Background: an optimization exercise with open tools, aiming at small area, a short achievable clock period and few clock cycles per item. Do not read the settings as production practice.
The RTL was checked by simulation tests, not by an equivalence proof against the original design.
Power and IR drop assume default switching activity.

==> flow/design.v <==
package edge_reader_pkg;
    localparam int CORE_NUM = 4;
    localparam int CACHELINE_LEN_WIDTH = 3;
    localparam int CACHELINE_LEN = 1 << CACHELINE_LEN_WIDTH;
    localparam int WAIT_END_DELAY = 20;
    typedef logic [16-1:0] vertex_id_t;
    typedef logic [22-1:0] offset_t;
    typedef logic [22-CACHELINE_LEN_WIDTH-1:0] line_addr_t;
    typedef logic [CACHELINE_LEN-1:0] edge_mask_t;
    typedef logic [$clog2(CORE_NUM)-1:0] lane_idx_t;
    typedef struct packed {
        line_addr_t addr;
        edge_mask_t mask;
        vertex_id_t v_id;
    } edge_req_t;
endpackage
`timescale 1ns/1ps
module edge_reader_top (
    input  logic                           clk,
    input  logic                           rst,
    input  edge_reader_pkg::vertex_id_t                     in_v_id,
    input  edge_reader_pkg::offset_t                        in_loffset,
    input  edge_reader_pkg::offset_t                        in_roffset,
    input  logic                           in_valid,
    output logic                           in_ready,
    input  logic                           front_iteration_end,
    input  logic       [4-1:0]     edge_stall,
    output edge_reader_pkg::line_addr_t [4-1:0]     edge_addr,
    output edge_reader_pkg::edge_mask_t [4-1:0]     edge_mask,
    output edge_reader_pkg::vertex_id_t [4-1:0]     edge_v_id,
    output logic       [4-1:0]     edge_valid,
    output logic                           iteration_end
);
    localparam int NL = 4;
    localparam int OW = 22;
    localparam int SW = 3;
    localparam int LW = OW - SW;
    localparam int VW = 16;
    function automatic logic add_eq(input logic [LW-1:0] a, input logic [LW-1:0] b, input logic [1:0] k);
        logic [LW-1:0] y, c, t;
        y = ~a;
        c = LW'(k - 2'd1);
        t = (b ^ y ^ c) ~^ {((b[LW-2:0] & y[LW-2:0]) | ((b[LW-2:0] | y[LW-2:0]) & ~c[LW-2:0])), 1'b0};
        add_eq = &t;
    endfunction
    function automatic logic [LW-1:0] lm2_of(input logic [LW-1:0] x, input logic nz);
        logic [LW-1:0] r;
        logic bo;
        r[0] = nz ? x[0] : !x[0];
        r[1] = nz ? !x[1] : (x[1] ^ x[0]);
        bo = nz ? !x[1] : !(x[1] && x[0]);
        for (int i = 2; i < LW; i++)
            r[i] = x[i] ^ (bo && !(|(x & ((LW'(1) << i) - LW'(4)))));
        lm2_of = r;
    endfunction
    logic [LW-1:0] i_lo_hi, i_ro_hi;
    logic          i_nz;
    logic          i_single;    
    logic          i_two;       
    assign i_lo_hi = in_loffset[OW-1:SW];
    assign i_ro_hi = in_roffset[OW-1:SW];
    assign i_nz = |in_roffset[SW-1:0];
    assign i_single = i_nz ? (i_ro_hi == i_lo_hi) : add_eq(i_lo_hi, i_ro_hi, 2'd1);
    assign i_two = i_nz ? add_eq(i_lo_hi, i_ro_hi, 2'd1) : add_eq(i_lo_hi, i_ro_hi, 2'd2);
    logic          i_lt;
    always_comb begin
        logic above;
        above = 1'b1;
        i_lt = 1'b0;
        for (int i = OW - 1; i >= 0; i--) begin
            i_lt = i_lt | (above & in_roffset[i] & !in_loffset[i]);
            above = above & (in_roffset[i] == in_loffset[i]);
        end
    end
    typedef struct packed {
        logic [VW-1:0] vid;
        logic [LW-1:0] addr;      
        logic [SW-1:0] lo_lo;
        logic [LW-1:0] ro_hi;
        logic [SW-1:0] hi;        
        logic          nz;        
        logic          empty;
        logic          single;
        logic          two;
    } vtx_t;
    logic  s_valid, b_valid;
    vtx_t  s_q, b_q;
    logic  s_empty;
    logic [SW-1:0] s_hi;          
    logic [7:0]    s_mask;        
    assign s_empty = s_q.empty;
    assign s_hi = s_q.hi;
    logic [LW-1:0] s_lm2;
    assign s_lm2 = lm2_of(s_q.ro_hi, s_q.nz);
    always_comb begin
        for (int b = 0; b < 8; b++)
            s_mask[b] = (SW'(b) >= s_q.lo_lo) && (!s_q.single || (SW'(b) <= s_hi));
    end
    logic [VW-1:0] b_vid;
    logic [LW-1:0] b_addr;
    logic [LW-1:0] b_lm2;
    logic [SW-1:0] b_hi;
    logic          b_single;
    logic          b_two;
    logic [7:0]    b_mask;
    logic          xfer_b_r;      
    logic          xfer_s_r;      
    logic          b_open_r;      
    logic [NL-1:0] load_r;        
    logic [VW-1:0] c_vid;
    logic [LW-1:0] c_addr;
    logic [LW-1:0] c_lm2;
    logic [SW-1:0] c_hi;
    logic          c_single;
    logic          c_two;
    logic [7:0]    c_mask;
    logic          c_empty;
    assign c_vid = xfer_b_r ? b_vid : s_q.vid;
    assign c_addr = xfer_b_r ? b_addr : s_q.addr;
    assign c_lm2 = xfer_b_r ? b_lm2 : s_lm2;
    assign c_hi = xfer_b_r ? b_hi : s_hi;
    assign c_single = xfer_b_r ? b_single : s_q.single;
    assign c_two = xfer_b_r ? b_two : s_q.two;
    assign c_mask = xfer_b_r ? b_mask : s_mask;
    assign c_empty = !xfer_b_r && s_empty;
    logic [NL-1:0]   h_valid;
    logic [NL-1:0]   h_last;
    logic [NL-1:0]   e_valid;
    logic [LW-1:0]   h_addr [NL];
    logic [LW-1:0]   h_lm2 [NL];
    logic [NL-1:0]   h_ne;        
    logic [VW-3:0]   h_vid  [NL];
    logic [SW-1:0]   h_hi   [NL];
    logic [7:0]      h_mask [NL];
    logic [NL-1:0]   h_free;
    logic [NL-1:0]   load;
    logic [NL-1:0]   hv_next, hl_next, ev_next;
    logic [NL-1:0]   hv_pred, hf_pred;
    always_comb begin
        for (int i = 0; i < NL; i++) begin
            h_free[i] = !h_valid[i] || (e_valid[i] && h_last[i]);
            load[i] = load_r[i];
            hv_next[i] = load[i] ? !c_empty : (h_valid[i] && !h_free[i]);
            ev_next[i] = hv_next[i] && !edge_stall[i];
            if (load[i])
                hl_next[i] = c_single;
            else if (e_valid[i])
                hl_next[i] = h_ne[i];
            else
                hl_next[i] = h_last[i];
            hv_pred[i] = load[i] || (h_valid[i] && !h_free[i]);
            hf_pred[i] = !hv_pred[i] || (!edge_stall[i] && hl_next[i]);
        end
    end
    logic take;
    logic s_to_b;
    logic sv_next, bv_next;
    logic [1:0] sl_next, bl_next;
    logic xb_n, xs_n;
    assign take = in_valid && in_ready;
    logic s_open_next;
    assign s_open_next = !sv_next || xs_n || !bv_next || xb_n;
    logic s_en;
    always_ff @(posedge clk) s_en <= s_open_next;
    assign s_to_b = s_valid && !s_empty && !xfer_s_r && b_open_r;
    assign bv_next = (b_valid && !xfer_b_r) || s_to_b;
    assign sv_next = (s_valid && !s_empty && !xfer_s_r && !s_to_b) || take;
    assign bl_next = s_to_b ? s_q.vid[1:0] : b_vid[1:0];
    assign sl_next = take ? in_v_id[1:0] : s_q.vid[1:0];
    assign xb_n = bv_next && hf_pred[bl_next];
    assign xs_n = sv_next && hf_pred[sl_next] && !xb_n && !(bv_next && (bl_next == sl_next));
    always_ff @(posedge clk) begin
        if (rst) begin
            s_valid <= 1'b0;
            b_valid <= 1'b0;
            in_ready <= 1'b0;
            xfer_b_r <= 1'b0;
            xfer_s_r <= 1'b0;
            b_open_r <= 1'b0;
            load_r <= '0;
        end else begin
            s_valid <= sv_next;
            b_valid <= bv_next;
            xfer_b_r <= xb_n;
            xfer_s_r <= xs_n;
            b_open_r <= !bv_next || xb_n;
            in_ready <= s_open_next;
            for (int i = 0; i < NL; i++)
                load_r[i] <= (xb_n && (bl_next == 2'(i))) || (xs_n && (sl_next == 2'(i)));
        end
    end
    always_ff @(posedge clk) begin
        if (s_en)
            s_q <= {in_v_id, i_lo_hi, in_loffset[SW-1:0], i_ro_hi, in_roffset[SW-1:0] - 1'b1, i_nz, !i_lt,
                    i_single, i_two};
    end
    always_ff @(posedge clk) begin
        if (b_open_r) begin
            b_vid <= s_q.vid;
            b_addr <= s_q.addr;
            b_lm2 <= s_lm2;
            b_hi <= s_hi;
            b_single <= s_q.single;
            b_two <= s_q.two;
            b_mask <= s_mask;
        end
    end
    always_ff @(posedge clk) begin
        if (rst) begin
            h_valid <= '0;
            e_valid <= '0;
        end else begin
            h_valid <= hv_next;
            e_valid <= ev_next;
        end
    end
    always_ff @(posedge clk) h_last <= hl_next;
    always_ff @(posedge clk) begin
        for (int i = 0; i < NL; i++) begin
            if (load[i]) begin
                h_addr[i] <= c_addr;
                h_lm2[i] <= c_lm2;
                h_ne[i] <= c_two;
                h_vid[i] <= c_vid[VW-1:2];
                h_hi[i] <= c_hi;
                h_mask[i] <= c_mask;
            end else if (e_valid[i] && !h_last[i]) begin
                h_addr[i] <= h_addr[i] + 1'b1;
                h_ne[i] <= (h_addr[i] == h_lm2[i]);
                for (int b = 0; b < 8; b++)
                    h_mask[i][b] <= !h_ne[i] || (SW'(b) <= h_hi[i]);
            end
        end
    end
    for (genvar i = 0; i < NL; i++) begin : g_out
        assign edge_addr[i] = h_addr[i];
        assign edge_mask[i] = h_mask[i];
        assign edge_v_id[i] = {h_vid[i], 2'(i)};
        assign edge_valid[i] = e_valid[i];
    end
    localparam int CNT_W = $clog2(20 + 1);
    logic [CNT_W-1:0] settle_cnt;
    logic settled;
    logic idle;
    always_ff @(posedge clk)
        if (rst)
            idle <= 1'b0;
        else
            idle <= !sv_next && !bv_next && !(|hv_next);
    assign settled = front_iteration_end && !take && idle;
    always_ff @(posedge clk) begin
        if (rst || !settled) begin
            settle_cnt <= '0;
            iteration_end <= 1'b0;
        end else if (settle_cnt >= CNT_W'(20)) begin
            iteration_end <= 1'b1;
        end else begin
            settle_cnt <= settle_cnt + 1'b1;
            iteration_end <= 1'b0;
        end
    end
endmodule
==> flow/config.mk <==
export PLATFORM = sky130hd
export DESIGN_NAME = edge_reader_top
export DESIGN_NICKNAME = edge_reader_top
export VERILOG_FILES = /design/flow/design.v
export SDC_FILE = /design/flow/constraint.sdc
export NUM_CORES = 4
export LEC_CHECK = 0
export ABC_AREA = 1
export CAP_MARGIN = 20
export CORE_MARGIN = 2
export CORE_UTILIZATION = 65
export SETUP_SLACK_MARGIN = 3.2
export SLEW_MARGIN = 20
export BUFFER_PORTS_ARGS = -buffer_cell sky130_fd_sc_hd__buf_1
==> flow/constraint.sdc <==
create_clock -name core_clock -period 5.5 [get_ports {clk}]
set_input_delay 1.1000 -clock core_clock [delete_from_list [all_inputs] [get_ports {clk}]]
set_output_delay 1.1000 -clock core_clock [all_outputs]
set_load 0.01 [all_outputs]
standard.sh (not shown) runs the stock make flow with config.mk's settings and CLKGATE_MAP_FILE= SYNTH_SCRIPT=/design/flow/synth_recipe.tcl, a recipe that flattens the netlist after the stock synthesis.
==> flow/flow/run.sh <==
#!/bin/bash
# The standard layout, with plain buf_1 cells as the port buffers instead of
# the default delay buffers: every input and output port still gets its own
# buffer. Each step's full output goes to standard.log here (and ORFS's own
# per-step logs under orfs/logs).
set -euo pipefail
echo "export BUFFER_PORTS_ARGS = -buffer_cell sky130_fd_sc_hd__buf_1" >> config.mk
bash standard.sh > standard.log 2>&1
Testbench counts at the start, summed over its fixed seeds: cycles 21,876, items 38,351.
Rerun with:
--- a/flow/config.mk
+++ b/flow/config.mk
@@ -10,5 +10,5 @@
 export CORE_MARGIN = 2
 export CORE_UTILIZATION = 65
-export SETUP_SLACK_MARGIN = 3.2
+export SETUP_SLACK_MARGIN = 3.4
 export SLEW_MARGIN = 20
 export BUFFER_PORTS_ARGS = -buffer_cell sky130_fd_sc_hd__buf_1
Effect: Sequential share of layout area fell by 3.3 points; power went up by 3.9%; non-clock buffer count rises by 71; global-route usage went up by 1.9 points.

separate check: timing with driven ports:
Ports are ideal in the flow. The routed layouts listed here were re-timed in OpenROAD. Step 1 sets driving cells, clkbuf_16 on the clock port and buf_2 on the other inputs (assumed; they add their load-dependent delay and slew). Step 2 adds t to the input delays and takes it off the output delays; t is the mean of the earliest and latest rising clock arrival at the registers after step 1. Input paths then give back, and output paths get back, about the clock's delay inside the block. Slacks: no drivers / after step 1 / after step 2; pairs: no drivers / after step 1.
| run | t, ns | slack for setup (ns) | clock arrival spread, ns |
|---|---|---|---|
| the first run | 0.586 | 3.209 / 3.157 / 2.694 | 0.035 / 0.034 |
| the second run | 0.593 | 3.170 / 3.118 / 2.902 | 0.019 / 0.019 |
After both steps setup and hold are still met in every run listed. The setup slack of the first run, which loses most, moves by -0.052 ns with the drivers and by -0.515 ns with both steps.
